This is an optimization exercise on Yosys and OpenROAD, whose aim is small area, not a production implementation.
Function was checked by simulation only, so behaviour that the tests miss may differ from the original.
No activity file was given, so power comes from the tool's default toggle rates.

==> flow/design.v (outline; a module is shown in full before it is edited, if it fits) <==
// module ccFa: 4 lines
// module ccHa: 4 lines
// module ccMaj: 3 lines
// module ccAoi21: 3 lines
// module ccOai21: 3 lines
// module ccXor2: 3 lines
// module ccXnor2: 3 lines
// module ccAnd2: 3 lines
// module ccNand2: 3 lines
// module ccOr2: 3 lines
// module ccNor2: 3 lines
// module ccAndN: 3 lines
// module ccOrN: 3 lines
// module ccInv: 3 lines
// module ccAo21: 3 lines
// module stepUnit: 109 lines
// module wordLineLoader: 18 lines
// module couplingMid: 199 lines
// module couplingFirst: 128 lines
// module couplingLast: 128 lines
// module couplingCell: 43 lines
// module vthCollector: 12 lines
// module cciChannel: 98 lines
module cciChannel #(
	parameter int WordLinesPerBlock = 8192
) (
	input logic clk,
	input logic reset,
	input logic inValid,
	input logic [ccPkg::CellCount*ccPkg::WordWidth-1:0] inWords,
	output logic inCredit,
	output logic outValid,
	output logic [ccPkg::CellCount*ccPkg::VoltWidth-1:0] outVth,
	input logic outCredit
);
  // ...
==> flow/flow/run.sh <==
#!/bin/bash
# Layout flow: the standard flow (standard.sh) with
#  - the port buffers the standard flow inserts made from the smallest
#    buffer cell (every input and output port still gets its own buffer);
#  - clock tree synthesis without dummy loads.
# make's full output goes to standard_flow.log here; ORFS keeps each
# step's log under orfs/logs.
set -uo pipefail
export BUFFER_PORTS_ARGS="-buffer_cell sky130_fd_sc_hd__buf_1"
export CTS_ARGS="-sink_clustering_enable -repair_clock_nets -dont_use_dummy_load -buf_list sky130_fd_sc_hd__clkbuf_16 -sink_clustering_size 20 -sink_clustering_max_diameter 120"
bash standard.sh > standard_flow.log 2>&1
exit $?
==> flow/standard.sh <==
#!/bin/bash
# synth_recipe.tcl (not shown) runs the flow's synth.tcl, then flattens the netlist and writes it again
# the make line also repeats each setting of config.mk as NAME=value (left out here)
make -C /OpenROAD-flow-scripts/flow DESIGN_CONFIG=/design/flow/config.mk WORK_HOME=/design/flow/orfs CLKGATE_MAP_FILE= SYNTH_SCRIPT=/design/flow/synth_recipe.tcl "${@:-finish}"
==> flow/config.mk <==
export PLATFORM = sky130hd
export DESIGN_NAME = cciChannel
export DESIGN_NICKNAME = cciChannel
export VERILOG_FILES = /design/flow/design.v
export SDC_FILE = /design/flow/constraint.sdc
export NUM_CORES = 4
export LEC_CHECK = 0
export ABC_CLOCK_PERIOD_IN_PS = 10000
export CAP_MARGIN = 20
export CORE_MARGIN = 2
export CORE_UTILIZATION = 40
export GPL_TIMING_DRIVEN = 0
export PLACE_DENSITY = 0.6
export SLEW_MARGIN = 20
export SYNTH_HIERARCHICAL = 1
export SYNTH_MINIMUM_KEEP_SIZE = 0
==> flow/constraint.sdc <==
create_clock -name core_clock -period 10.0 [get_ports {clk}]
set_input_delay 2.0000 -clock core_clock [delete_from_list [all_inputs] [get_ports {clk}]]
set_output_delay 2.0000 -clock core_clock [all_outputs]
set_load 0.01 [all_outputs]
==> results.txt, run 1 <==
result of the run timing/DRC/antenna clean; multiplexer area fraction after synthesis 0.112%; number of routed nets with antenna violations 0; pwr/cell area approximately 310 nW/um^2; simple-gate share of the synthesized area between 6 and 7%; die extent in x around 430 um; quantity of I/O buffers inserted on ports approximately 770; total placed instance area around 81000 um^2; leading cell type in the layout, fill and taps excluded edfxtp_1; Slowest Stage Delay on Critical Path 0.50 ns; post-layout instance count excluding filler cells approximately 9.0k; power in the clock group approximately 2500 uW; final design utilization 44.9%; global-route wire length before repair 328000 um; Worst Hold Class flop to flop; global routing usage summed across all routing layers between 20% and 30%; area delta synth->final 11.5%; Max Fanout on Critical Path 16; number of tap cells added at floorplan about 2.5k; power spent charging and discharging nets between 10000 and 15000 uW; Fin. Hold Viols 0; total of max-cap violations 0; top library cells by usage in the layout, fill and taps aside edfxtp_1 (1024), a21o_1 (992), buf_1 (772); Crit-path slowest cell fa_1; total via count in the routed design roughly 50k; ports placed on the boundary 774; pins over their slew limit 0; WL met2 between 100000 and 150000 um; PnR Total Power around 26000 uW; amount of wire on met3 after detailed routing 12500 um; Main power group combinational logic; worst voltage drop across the vdd grid around 0.17 mV; multi-input gate share of total cell area between 40% and 50%; endpoint type of the worst setup path flop; most utilized layer in the global route result met2; capture endpoint of the worst hold path wordCount[12]$_DFFE_PP0P_; arithmetic-cell share of the synthesized area counting full adders, half adders and majority gates roughly a quarter; Post-CTS Repair Setup Buffers 0; insertion delay to the later sink of the worst-skew pair 0.76 ns; buffers plus inverters on the worst setup path 2
==> run 2, diff against run 1 <==
==> flow/flow/run.sh (replaced) <==
#!/bin/bash
# Layout flow: the standard flow (standard.sh) with
#  - the port buffers the standard flow inserts made from the smallest
#    buffer cell (every input and output port still gets its own buffer);
#  - clock tree synthesis without dummy loads;
#  - the buffers synthesis put in taken out at floorplan (repair adds back
#    what the nets need).
# make's full output goes to standard_flow.log here; ORFS keeps each
# step's log under orfs/logs.
set -uo pipefail
export BUFFER_PORTS_ARGS="-buffer_cell sky130_fd_sc_hd__buf_1"
export REMOVE_ABC_BUFFERS=1
export CTS_ARGS="-sink_clustering_enable -repair_clock_nets -dont_use_dummy_load -buf_list sky130_fd_sc_hd__clkbuf_16 -sink_clustering_size 20 -sink_clustering_max_diameter 120"
bash standard.sh > standard_flow.log 2>&1
exit $?
--- a/flow/config.mk
+++ b/flow/config.mk
@@ -8,9 +8,9 @@
 export ABC_CLOCK_PERIOD_IN_PS = 10000
 export CAP_MARGIN = 20
 export CORE_MARGIN = 2
-export CORE_UTILIZATION = 40
+export CORE_UTILIZATION = 55
 export GPL_TIMING_DRIVEN = 0
-export PLACE_DENSITY = 0.6
+export PLACE_DENSITY = 0.7
 export SLEW_MARGIN = 20
 export SYNTH_HIERARCHICAL = 1
 export SYNTH_MINIMUM_KEEP_SIZE = 0
==> results.txt, run 2 <==
result of the run timing/DRC/antenna clean; gr ovfl total 0; total of fill cells in the finished design 10.7k; multiplexer area fraction after synthesis 0.112% (unchanged); insertion delay to the later sink of the worst-skew pair 0.72 ns (-0.04 ns); proportion of netlist area held by the largest area contributor a little over two fifths; CORE AREA 133000 um^2; NumNets Final between 8k and 9k; maximum level of the CTS H-tree 2; iteration-0 DRC count of the detailed router between 4k and 5k; Crit-path slowest cell o21ai_1; Ys Warns 7; via count of the first global-routing pass around 51k; Root Driver clkbuf_16; ports placed on the boundary 774 (unchanged); overall die area between 100000 and 150000 um^2; arrival time at the worst endpoint a little over 10 ns; Slowest Stage Delay on Critical Path 0.55 ns (+0.05 ns); Vias/cell approximately 6; leading area contributor after synthesis edfxtp_1; Detail Placement HPWL ~160000 um; footprint of the flip-flops and latches approximately 31000 um^2; startpoint kind of the worst setup timing path input port; DRT Wirelength 204000 um; pin count of the biggest net entering global routing 103; most frequent cells after synthesis edfxtp_1 (1024), a21o_1 (992), ha_1 (745), and2_1 (472), xor2_1 (468); placement row count around 130; XOR/XNOR share of the synthesized area under 10%; Cells after Synth 5660; number of flip-flops and latches in the synthesized netlist about 1.1k; Avg Cell Area, Syn roughly 13 um^2; routed length per instance 24.7 um; Worst Hold Class flop to flop; total via count in the routed design 49.2k (-1.1%); most repeated library cell on the critical path a21o_1; post-layout instance count excluding filler cells 8228 (-8.6%); Post-synth ARST share 2.57%; post-route clock period utilization between 90% and 100%; first drt pass iteration count 9; slack of the critical path 0.299 ns; number of hold buffers added after cts 0; number of distinct library cells after synthesis 39; clock tree from TritonCTS done; cell count after placement 8159; die height between 300 and 400 um; sinks on the clock net 1051; largest cells by area after synthesis edfxtp_1 (42%), ha_1 (13%), fa_1 (12%); multi-input combinational cell area between 40000 and 50000 um^2; CP Class input port to flop; dominant combinational cell family by area after synthesis adder cells; worst voltage drop across the vdd grid 0.199 mV (+20%); quantity of I/O buffers inserted on ports 773 (unchanged); leak pwr 0.0390 uW; required time reported for the critical path endpoint roughly 10 ns; relative slew slack 27.0%; leading cell type in the layout, fill and taps excluded edfxtp_1; Max Fanout on Critical Path 16 (unchanged); Post-CTS Repair Setup Buffers 0 (unchanged); fin crit period 9.70 ns; number of setup violations in the final report 0; endpoint type of the worst setup path flop; final worst clock skew ~0.044 ns; fraction of final layout cells sized beyond drive strength 1 around 2.3%; most used flip-flop cell after synthesis edfxtp_1; number of buffers created by CTS a little under 60; global routing usage summed across all routing layers 29.6% (+5.8 points); number of antenna violations at the first check in global routing 21; most frequently used cell type in the post-synthesis netlist edfxtp_1; top library cells by usage in the layout, fill and taps aside edfxtp_1 (1024), a21o_1 (992), buf_1 (772); Fin. Hold Viols 0 (unchanged); area delta synth->final 9.53%; global-route wire length before repair 303000 um (-7.7%); proportion of synthesized chip area in sequential cells a little over two fifths; number of enable flip-flop cells after synthesis 1024; arithmetic-cell share of the synthesized area counting full adders, half adders and majority gates 24.8% (unchanged); compound-cell area share of the yosys netlist between 10% and 20%; pwr/cell area 316 nW/um^2 (+0.56%); PnR Total Power 25500 uW (-1.2%); Tightest Pin Transition 1.09 ns; number of DRC violations after detailed routing 0; die extent in x 370 um (-15%); worst setup slack after placement -0.750 ns; cell area after synthesis ~74000 um^2; GPL Wtd Cong 0.904; maximum root-to-sink buffer count 3; clock transition at the registers of the reported paths ~0.08 ns; pins over their slew limit 0 (unchanged); simple-gate share of the synthesized area 6.02% (unchanged); total of max-cap violations 0 (unchanged); initial core utilization between 50 and 60%; Achievable Freq roughly 100 MHz; number of routed nets with antenna violations 0 (unchanged)
[run 2: cell counts after synthesis]
Identical to the previous run, type by type.
[run 2: layer usage]
| metal | vias to the layer above | GRT usage (%) | part of all wire, % |
|---|---|---|---|
| met5 | - | 0 | 0.043 |
| met4 | 14 | 11.9 | 4.5 |
| met3 | 342 | 5.53 | 7.5 |
| met2 | 1704 | 49.8 | 48 |
| met1 | 24700 | 37.8 | 40 |
| li1 | 22500 | - | - |
[run 2: worst paths after layout]
check | end | cells past startpoint | start | slack (ns)
setup / recovery | entry0N[61]$_DFFE_PP_ | 32 | inWords[128] | 0.30
hold / removal | wrSel[0]$_DFFE_PP1P_ | 1 | wrSel[2]$_DFFE_PP0P_ | 0.52
setup reg to reg | entry1N[197]$_DFFE_PP_ | 25 | wordCount[1]$_DFFE_PP0P_ | 2.23
hold reg to reg | wrSel[0]$_DFFE_PP1P_ | 1 | wrSel[2]$_DFFE_PP0P_ | 0.52
max in group asynchronous | rdSel[1]$_DFFE_PP0P_ | 2 | reset | 8.25
min in group asynchronous | wordCount[10]$_DFFE_PP0P_ | 2 | reset | 1.34
[run 2: report_power, final]
part,total (uW),internal (uW),switching (uW)
Clock,2450,1030,1420
Combinational,15300,6250,9010
Sequential,7820,7720,95.6
[run 2: final cells by class]
| cell class | instances | area share [%] |
|---|---|---|
| Tap cell | 1768 | 2.74 |
| Antenna cell | 11 | 0.0341 |
| Inverter | 272 | 1.27 |
| Sequential cell | 1051 | 39.0 |
| Timing Repair Buffer | 818 | 4.97 |
| Multi-Input combinational cell | 4250 | 50.2 |
| Clock buffer | 58 | 1.80 |
[run 2: repair_timing]
item                                    CTS  global route
endpoints found under the hold margin     0             0
resized for setup                         0            20
endpoints found under the setup margin    0           624
[run 2: logic make-up (layout without fill, tap and decap cells)]
family | Yosys count | in the layout
AO/OA/AOI/OAI | 1520 | 1520
XOR/XNOR | 718 | 718
adder cells (fa/ha/maj) | 1192 | 1192
buffers and inverters | 359 | 1148
flip-flops | 1051 | 1051
multiplexers | 7 | 7
other | 0 | 11
AND/OR/NAND/NOR | 813 | 813
[run 2: critical path: cells and delay by family]
family | cells | cell delay [ns]
xor gates and xnor gates | 1 | 0.35
buffers and inverters | 2 | 0.45
AOI/OAI and AO/OA | 18 | 3.99
and+or+nand+nor | 6 | 1.34
adders and majority gates | 5 | 1.97
[run 2: per-stage QoR]
stage                     util, %  setup TNS (ns)  cell area (um^2)  hold WS, ns
after global placement       58.6               -             78000        0.499
final                        60.6               0             80700        0.517
after detailed placement     59.5         -287.52             79200        0.513
after global routing         60.6         -0.0305             80700        0.530
after CTS                    60.6               0             80600        0.520
after floorplan                 -               0             72900        0.483
[run 2: Yosys stat by module (local to each module, per instance), excerpt]
| module | times used | cells |
|---|---|---|
| ccXnor2 | 240 | 1 |
| ccHa | 734 | 1 |
| cciChannel | 1 | 1160 |
| ccOai21 | 256 | 1 |
| ccFa | 446 | 1 |
| vthCollector | 1 | 340 |
| ccInv | 256 | 1 |
| ccOrN | 16 | 1 |
==> run 3, diff against run 2 <==
--- a/flow/config.mk
+++ b/flow/config.mk
@@ -8,9 +8,9 @@
 export ABC_CLOCK_PERIOD_IN_PS = 10000
 export CAP_MARGIN = 20
 export CORE_MARGIN = 2
-export CORE_UTILIZATION = 55
+export CORE_UTILIZATION = 70
 export GPL_TIMING_DRIVEN = 0
-export PLACE_DENSITY = 0.7
+export PLACE_DENSITY = 0.85
 export SLEW_MARGIN = 20
 export SYNTH_HIERARCHICAL = 1
 export SYNTH_MINIMUM_KEEP_SIZE = 0
==> results.txt, run 3 <==
Vias/cell 6.49 (+8.6%); number of enable flip-flop cells after synthesis 1024 (unchanged); DRT Wirelength 201000 um (-1.4%); pins over their slew limit 0 (unchanged); number of DRC violations after detailed routing 0 (unchanged); maximum root-to-sink buffer count 3 (unchanged); global-route wire length before repair 300000 um (-0.91%); leak pwr 0.0390 uW (about the same); clock transition at the registers of the reported paths 0.08 ns (about the same); cell type group with the largest total delay on the critical path compound AO/OA/AOI/OAI gates; clock group share of total power 9.5% (about the same); die extent in x 328 um (-11%); PnR Total Power 25600 uW (+0.37%); number of flip-flops and latches in the synthesized netlist 1051 (unchanged); proportion of power drawn by combinational gates 60.0% (+0.2 points); endpoint type of the worst setup path flop; leading area contributor after synthesis edfxtp_1; Fin. Hold Viols 0 (unchanged); CP Class input port to flop; leading cell type in the layout, fill and taps excluded edfxtp_1; maximum level of the CTS H-tree 2 (unchanged); relative slew slack 28.7% (+1.7 points); routed length per instance 25.5 um (+3.0%); Root Driver clkbuf_16; Avg Cell Area, Syn 13.0 um^2 (unchanged); Layout Cell Area excl Fill 80300 um^2 (-0.44%); clock tree from TritonCTS done; number of buffers created by CTS 58 (unchanged); most frequent cells after synthesis edfxtp_1 (1024), a21o_1 (992), ha_1 (745), and2_1 (472), xor2_1 (468); total via count in the routed design 51.2k (+4.0%); quantity of I/O buffers inserted on ports 773 (unchanged); Achievable Freq 104 MHz (+0.51%); number of hold buffers added after cts 0 (unchanged); gr ovfl total 0 (unchanged); Ys Warns 7 (unchanged); post-route clock period utilization 96.5% (-0.49 points); Cells after Synth 5660 (unchanged); Worst Hold Class flop to flop; via count of the first global-routing pass 53.4k (+5.7%); result of the run timing/DRC/antenna clean; Post-Route Hold Slack 0.527 ns (+0.0101 ns); most frequently used cell type in the post-synthesis netlist edfxtp_1; cell area after synthesis 73700 um^2 (unchanged); total of max-cap violations 0 (unchanged); startpoint kind of the worst setup timing path input port; NumNets Final 8159 (unchanged); GPL Wtd Cong 0.932 (+3.1%); number of setup violations in the final report 0 (unchanged); power spent charging and discharging nets 10600 uW (+0.40%); fin crit period 9.65 ns (-0.0492 ns); total placed instance area 78700 um^2 (-0.58%); overall die area 108000 um^2 (-21%); Slowest Stage Delay on Critical Path 0.53 ns (-0.02 ns); RSZ-0062 raised after global routing no; placement row count 118 (-12%); ports placed on the boundary 774 (unchanged); sinks on the clock net 1051 (unchanged); number of antenna violations at the first check in global routing 53 (+150%); pwr/cell area 319 nW/um^2 (+0.81%); power share of the sequential group 30.5% (about the same); Detail Placement HPWL 157000 um (-3.6%); Post-synth ARST share 2.57% (unchanged); fraction of final layout cells sized beyond drive strength 1 2.36% (+0.062 points); most repeated library cell on the critical path a21o_1; final worst clock skew 0.0300 ns (-0.0142 ns); proportion of netlist area held by the largest area contributor 41.7% (unchanged); required time reported for the critical path endpoint 10.50 ns (+0.07 ns); switching portion of total power 41.3% (about the same); total internal power 15100 uW (+0.35%); global routing usage summed across all routing layers 37.0% (+7.4 points); initial core utilization 70.9% (+16 points); Max Fanout on Critical Path 16 (unchanged); Crit-path slowest cell fa_1; arrival time at the worst endpoint 10.15 ns (+0.02 ns); CORE AREA 104000 um^2 (-22%); area delta synth->final 9.05%; most used flip-flop cell after synthesis edfxtp_1; top library cells by usage in the layout, fill and taps aside edfxtp_1 (1024), a21o_1 (992), buf_1 (772); number of routed nets with antenna violations 0 (unchanged); Tightest Pin Transition 1.07 ns (-0.0209 ns); pin count of the biggest net entering global routing 107 (+3.9%); largest cells by area after synthesis edfxtp_1 (42%), ha_1 (13%), fa_1 (12%); proportion of synthesized chip area in sequential cells 42.7% (unchanged); worst voltage drop across the vdd grid 0.236 mV (+18%); die height 328 um (-11%); insertion delay to the later sink of the worst-skew pair 0.70 ns (-0.02 ns); buffers plus inverters on the worst setup path 1 (-1); first drt pass iteration count 9 (unchanged); iteration-0 DRC count of the detailed router 5218 (+19%); total of fill cells in the finished design 6503 (-39%); number of distinct library cells after synthesis 39 (unchanged)
==> run 3: final timing paths <==
path / start / end / slack [ns] / cells past startpoint
min in group asynchronous: reset / wordCount[7]$_DFFE_PP0P_ / 1.36 / 2
max in group asynchronous: reset / rdSel[1]$_DFFE_PP0P_ / 8.15 / 2
worst min-delay path: wordCount[12]$_DFFE_PP0P_ / wordCount[12]$_DFFE_PP0P_ / 0.53 / 1
worst max register to register: wordCount[0]$_DFFE_PP0P_ / entry0N[107]$_DFFE_PP_ / 2.31 / 25
worst max-delay path: inWords[17] / entry0N[16]$_DFFE_PP_ / 0.35 / 31
worst min register to register: wordCount[12]$_DFFE_PP0P_ / wordCount[12]$_DFFE_PP0P_ / 0.53 / 1
==> run 3: kinds of logic (layout without fill, tap and decap cells) <==
kind of cell	Yosys count	in the layout	share of synthesized area [%]
xor+xnor	718	718	8.54
buf+inv	359	1148	2.39
mux	7	7	0.112
flops	1051	1051	42.7
simple gates	813	813	6.02
compound gates	1520	1520	15.5
other cells	0	49	0
fa+ha+maj	1192	1192	24.8
==> run 3: worst reg2reg max path, stage by stage, from the launching register on <==
cell,delay (ns)
dfrtp_1,0.45
inv_1,0.08
ha_1,0.14
nor4b_1,0.20
and3_2,0.47
buf_16,0.23
nand2b_1,0.55
nor2_1,0.31
ha_1,0.39
a21o_1,0.23
a21o_1,0.20
a21o_1,0.21
xor2_1,0.33
fa_1,0.50
fa_1,0.46
ha_1,0.32
and2_1,0.17
a21o_1,0.22
a21o_1,0.23
a21o_1,0.22
a21o_1,0.21
a21o_1,0.21
a21o_1,0.20
a21o_1,0.21
and2_2,0.33
o21ai_1,0.37
==> run 3: power groups by stage <==
stage / registers (uW) / logic [uW] / clock network (uW)
floorplan: 8000 / 11500 / 0
global placement: 8220 / 13900 / 0
detailed placement: 7910 / 15000 / 0
CTS: 7810 / 15200 / 2440
global route: 7840 / 17100 / 2570
finish: 7810 / 15400 / 2430
==> run 3: layout make-up <==
class | count | area [um^2] | share of cell area [%]
clock buffer | 58 | 1450 | 1.81
timing repair buffer | 818 | 4040 | 5.02
multi-input combinational | 4250 | 40500 | 50.4
inverter | 272 | 1030 | 1.28
sequential | 1051 | 31400 | 39.1
antenna | 49 | 123 | 0.153
tap | 1380 | 1730 | 2.15
==> run 3: what timing repair did <==
action,in CTS,in global routing
setup buffers,0,0
gates resized for setup,2,22
pin swaps,0,0
setup endpoints to repair,51,660
==> run 3: per-stage QoR <==
stage                     instances  util, %  setup TNS, ns  worst slack (ns)
after floorplan                5573        -              0             0.812
after global placement         7726     74.6              -            -15.05
after detailed placement       7771     75.7        -322.88            -0.803
after CTS                      7829     77.1              0            0.0686
after global routing           7867     77.3              0            0.0493
final                          7878     77.3              0             0.348
==> run 3: per-module statistics from Yosys, one instance, submodules excluded, excerpt <==
| module | cells inside | area [um^2] | flops+latches |
|---|---|---|---|
| cciChannel | 1160 | 32200 | 1051 |
| vthCollector | 340 | 3290 | 0 |
| ccFa | 1 | 20.0 | 0 |
| ccHa | 1 | 12.5 | 0 |
| ccXnor2 | 1 | 8.76 | 0 |
| ccXor2 | 1 | 8.76 | 0 |
| ccAo21 | 1 | 7.51 | 0 |
| ccAnd2 | 1 | 6.26 | 0 |
| ccOr2 | 1 | 6.26 | 0 |
| ccOrN | 1 | 6.26 | 0 |
| ccOai21 | 1 | 5.00 | 0 |
| ccInv | 1 | 3.75 | 0 |
| ccNor2 | 1 | 3.75 | 0 |
==> run 3: metal layers <==
layer	track usage (%)	share of wire (%)	vias to the layer above	routed length [um]
met1	44.7	35	25400	71100
met3	7.30	9.3	604	18600
met2	61.6	49	2618	97500
met5	0	0.068	-	136
met4	22.5	6.7	22	13500
li1	-	-	22500	-
==> run 4, diff against run 3 <==
--- a/flow/flow/run.sh
+++ b/flow/flow/run.sh
@@ -10,6 +10,6 @@
 set -uo pipefail
 export BUFFER_PORTS_ARGS="-buffer_cell sky130_fd_sc_hd__buf_1"
 export REMOVE_ABC_BUFFERS=1
-export CTS_ARGS="-sink_clustering_enable -repair_clock_nets -dont_use_dummy_load -buf_list sky130_fd_sc_hd__clkbuf_16 -sink_clustering_size 20 -sink_clustering_max_diameter 120"
+export CTS_ARGS="-sink_clustering_enable -repair_clock_nets -dont_use_dummy_load -buf_list sky130_fd_sc_hd__clkbuf_16 -sink_clustering_size 24 -sink_clustering_max_diameter 120"
 bash standard.sh > standard_flow.log 2>&1
 exit $?
--- a/flow/config.mk
+++ b/flow/config.mk
@@ -8,9 +8,9 @@
 export ABC_CLOCK_PERIOD_IN_PS = 10000
 export CAP_MARGIN = 20
 export CORE_MARGIN = 2
-export CORE_UTILIZATION = 70
+export CORE_UTILIZATION = 55
 export GPL_TIMING_DRIVEN = 0
-export PLACE_DENSITY = 0.85
+export PLACE_DENSITY = 0.7
 export SLEW_MARGIN = 20
 export SYNTH_HIERARCHICAL = 1
 export SYNTH_MINIMUM_KEEP_SIZE = 0
==> results.txt, run 4 <==
result of the run timing/DRC/antenna clean; routed length per instance 24.8 um (-2.9%); iteration-0 DRC count of the detailed router 4655 (-11%); total internal power 14900 uW (-1.1%); relative slew slack 24.2% (-4.4 points); placement row count 134 (+14%); NumNets Final 8152 (-0.086%); switching portion of total power 41.3% (+0.090 points); die height 370 um (+13%); Achievable Freq 104 MHz (+0.12%); capture endpoint of the worst hold path wrSel[0]$_DFFE_PP1P_; number of antenna violations at the first check in global routing 21 (-60%); sinks on the clock net 1051 (unchanged); met2 usage 49.7% (-12 points); most used flip-flop cell after synthesis edfxtp_1; arrival time at the worst endpoint 10.12 ns (-0.03 ns); number of routed nets with antenna violations 0 (unchanged); via count of the first global-routing pass 50.5k (-5.5%); gr ovfl total 0 (unchanged); origin of the critical flop-to-flop path wordCount[1]$_DFFE_PP0P_; total via count in the routed design 49.3k (-3.5%); quantity of I/O buffers inserted on ports 773 (unchanged); total of fill cells in the finished design 10.7k (+64%); Detail Placement HPWL 163000 um (+3.8%); Avg Cell Area, Syn 13.0 um^2 (unchanged); endpoint type of the worst setup path flop; RSZ-0062 raised after global routing no; number of DRC violations after detailed routing 0 (unchanged); initial core utilization 55.3% (-16 points); pins over their slew limit 0 (unchanged); first drt pass iteration count 8 (-1); Gates resized, CTS repair 2 (unchanged); Cells after Synth 5660 (unchanged); total of max-cap violations 0 (unchanged); startpoint of the most critical hold path wrSel[2]$_DFFE_PP0P_; post-layout instance count excluding filler cells 8221 (+4.4%); largest cells by area after synthesis edfxtp_1 (42%), ha_1 (13%), fa_1 (12%); Post-synth ARST share 2.57% (unchanged); maximum level of the CTS H-tree 2 (unchanged); met3 Usage GRT 5.73% (-1.6 points); cell type group with the largest total delay on the critical path compound AO/OA/AOI/OAI gates; most frequent cells after synthesis edfxtp_1 (1024), a21o_1 (992), ha_1 (745), and2_1 (472), xor2_1 (468); global routing usage summed across all routing layers 29.5% (-7.5 points); sum of negative setup slack 0 ns (unchanged); clock tree from TritonCTS done; Levels on crit path 31 (unchanged); startpoint kind of the worst setup timing path input port; overall die area 137000 um^2 (+27%); number of cells on the worst hold path 1 (unchanged); ports placed on the boundary 774 (unchanged); number of flip-flops and latches in the synthesized netlist 1051 (unchanged); cell area after synthesis 73700 um^2 (unchanged); number of hold buffers added after cts 0 (unchanged); leading cell type in the layout, fill and taps excluded edfxtp_1; fraction of final layout cells sized beyond drive strength 1 2.22% (-0.14 points); number of enable flip-flop cells after synthesis 1024 (unchanged); Max Fanout on Critical Path 16 (unchanged); number of buffers created by CTS 51 (-12%); clock group share of total power 9.1% (-0.4 points); power share of the sequential group 30.8% (+0.3 points); GPL Wtd Cong 0.904 (-3.0%); most repeated library cell on the critical path a21o_1; flop2flop setup slack 2.24 ns (-0.07 ns); proportion of netlist area held by the largest area contributor 41.7% (unchanged); number of setup violations in the final report 0 (unchanged); pin count of the biggest net entering global routing 103 (-3.7%); final worst clock skew 0.0353 ns (+0.00526 ns); number of distinct library cells after synthesis 39 (unchanged); Fin. Hold Viols 0 (unchanged); Ys Warns 7 (unchanged); top library cells by usage in the layout, fill and taps aside edfxtp_1 (1024), a21o_1 (992), buf_1 (772); CORE AREA 133000 um^2 (+28%); required time reported for the critical path endpoint 10.48 ns (-0.02 ns); fin crit period 9.64 ns (-0.0119 ns); cell count after placement 8159 (+5.0%); proportion of synthesized chip area in sequential cells 42.7% (unchanged); CP Class input port to flop; Vias/cell 6.00 (-7.6%); power spent charging and discharging nets 10500 uW (-0.76%); post-route clock period utilization 96.4% (-0.12 points); leak pwr 0.0389 uW (-0.25%); buffers plus inverters on the worst setup path 1 (unchanged); leading area contributor after synthesis edfxtp_1; proportion of power drawn by combinational gates 60.1% (about the same); FF-to-FF path depth 25 (unchanged); endpoint of the worst register-to-register path entry1N[197]$_DFFE_PP_; Tightest Pin Transition 1.13 ns (+0.0620 ns); DRT Wirelength 204000 um (+1.4%); insertion delay to the later sink of the worst-skew pair 0.70 ns (about the same); pwr/cell area 315 nW/um^2 (-1.2%); most utilized layer in the global route result met2; Worst Hold Class flop to flop; Crit-path slowest cell fa_1; met1 usage in global routing 37.5% (-7.3 points); clock transition at the registers of the reported paths 0.10 ns (+0.02 ns); most frequently used cell type in the post-synthesis netlist edfxtp_1; area delta synth->final 9.30%; Root Driver clkbuf_16; global-route wire length before repair 302000 um (+0.54%); Slowest Stage Delay on Critical Path 0.50 ns (-0.03 ns); die extent in x 370 um (+13%); worst voltage drop across the vdd grid 0.169 mV (-29%); maximum root-to-sink buffer count 3 (unchanged); Post-CTS Repair Setup Buffers 0 (unchanged)
run 4: cell counts after synthesis:
Identical to the previous run, type by type.
run 4: routing by layer:
layer	up-vias	part of all wire, %
li1	22500	-
met4	16	4.4
met1	24800	39
met3	353	7.7
met5	-	0.050
met2	1745	48
run 4: worst max-delay path by stage:
| stage | start | end | slack [ns] |
|---|---|---|---|
| floorplan | inWords[33] | entry0N[32]$_DFFE_PP_ | 0.81 |
| global placement | inValid | entry1N[224]$_DFFE_PP_ | -15.98 |
| detailed placement | inWords[81] | entry1N[61]$_DFFE_PP_ | -0.75 |
| CTS | inWords[128] | entry0N[61]$_DFFE_PP_ | 0.05 |
| global route | inWords[177] | entry2N[108]$_DFFE_PP_ | 0.001 |
| finish | inWords[176] | entry2N[108]$_DFFE_PP_ | 0.36 |
run 4: final cells by class:
| type | instances | area, um^2 | share of cell area, % |
|---|---|---|---|
| sequential | 1051 | 31400 | 39.1 |
| tap | 1768 | 2210 | 2.75 |
| multi-input combinational | 4250 | 40500 | 50.3 |
| inverter | 272 | 1030 | 1.28 |
| clock buffer | 51 | 1280 | 1.59 |
| timing repair buffer | 818 | 4010 | 4.98 |
| antenna | 11 | 27.5 | 0.0342 |
run 4: worst reg2reg max path, delay by kind of cell (launching register included):
kind                     cells  cell delay [ns]
buffers and inverters        2             0.35
AND/OR/NAND/NOR              6             2.10
flip-flops                   1             0.43
XOR/XNOR                     1             0.33
adder cells (fa/ha/maj)      5             1.83
AO/OA/AOI/OAI               11             2.49
run 4: Yosys stat by module (local to each module, per instance), excerpt:
| module | area [um^2] | flip-flops and latches | copies in the design |
|---|---|---|---|
| ccNor2 | 3.75 | 0 | 256 |
| ccOai21 | 5.00 | 0 | 256 |
| ccInv | 3.75 | 0 | 256 |
| ccXnor2 | 8.76 | 0 | 240 |
| ccAo21 | 7.51 | 0 | 990 |
| ccFa | 20.0 | 0 | 446 |
| ccXor2 | 8.76 | 0 | 466 |
| ccAnd2 | 6.26 | 0 | 468 |
| cciChannel | 32200 | 1051 | 1 |
| ccOr2 | 6.26 | 0 | 32 |
run 4: cell families after synthesis:
kind of cell             synth area share [%]
buffers and inverters                    2.39
multiplexers                            0.112
AND/OR/NAND/NOR                          6.02
XOR/XNOR                                 8.54
AO/OA/AOI/OAI                            15.5
adder cells (fa/ha/maj)                  24.8
flip-flops                               42.7
run 4: power groups by stage:
stage          logic [uW]  registers [uW]  clock network [uW]
2_1_floorplan       11500            8000                   0
3_3_place_gp        14400            8240                   0
3_5_place_dp        15100            7920                   0
4_1_cts             15200            7820                2350
5_1_grt             17100            7840                2480
6_report            15300            7820                2300
run 4: metrics by stage:
stage | total power [uW] | hold WS (ns) | utilization [%] | area [um^2] | setup slack (ns)
after floorplan | 19500 | 0.483 | - | 72900 | 0.812
after global placement | 22700 | 0.499 | 58.6 | 78000 | -15.98
after detailed placement | 23100 | 0.513 | 59.5 | 79200 | -0.750
after CTS | 25400 | 0.526 | 60.4 | 80400 | 0.0462
after global routing | 27400 | 0.534 | 60.5 | 80500 | 0.00102
final | 25400 | 0.519 | 60.5 | 80500 | 0.360

-- what the ideal ports hide --
How much do the figures lean on ideal ports? The routed layouts below were timed once more, with nothing changed but the port constraints. Step 1 assumes that a clkbuf_16 drives the clock port and a buf_2 every other input. Step 2 times the ports against the registers' clock, not the clock port: input delays grow and output delays shrink by t, the midpoint of the rising clock arrivals with the driver on. Three values: no drivers, after step 1, after step 2; two values: the first two.
| run | t (ns) | setup WS [ns] | worst data-port slew with drivers (ns) |
|---|---|---|---|
| run 1 | 0.801 | 0.280 / 0.336 / -0.466 | 0.17 |
| run 2 | 0.768 | 0.299 / 0.347 / -0.421 | 0.21 |
| run 3 | 0.768 | 0.348 / 0.365 / -0.404 | 0.17 |
| run 4 | 0.750 | 0.360 / 0.406 / -0.343 | 0.21 |
With both steps, setup timing fails in every run listed, where it was met with ideal ports. The setup slack of run 3, which loses most, moves by +0.017 ns with the drivers and by -0.752 ns with both steps.
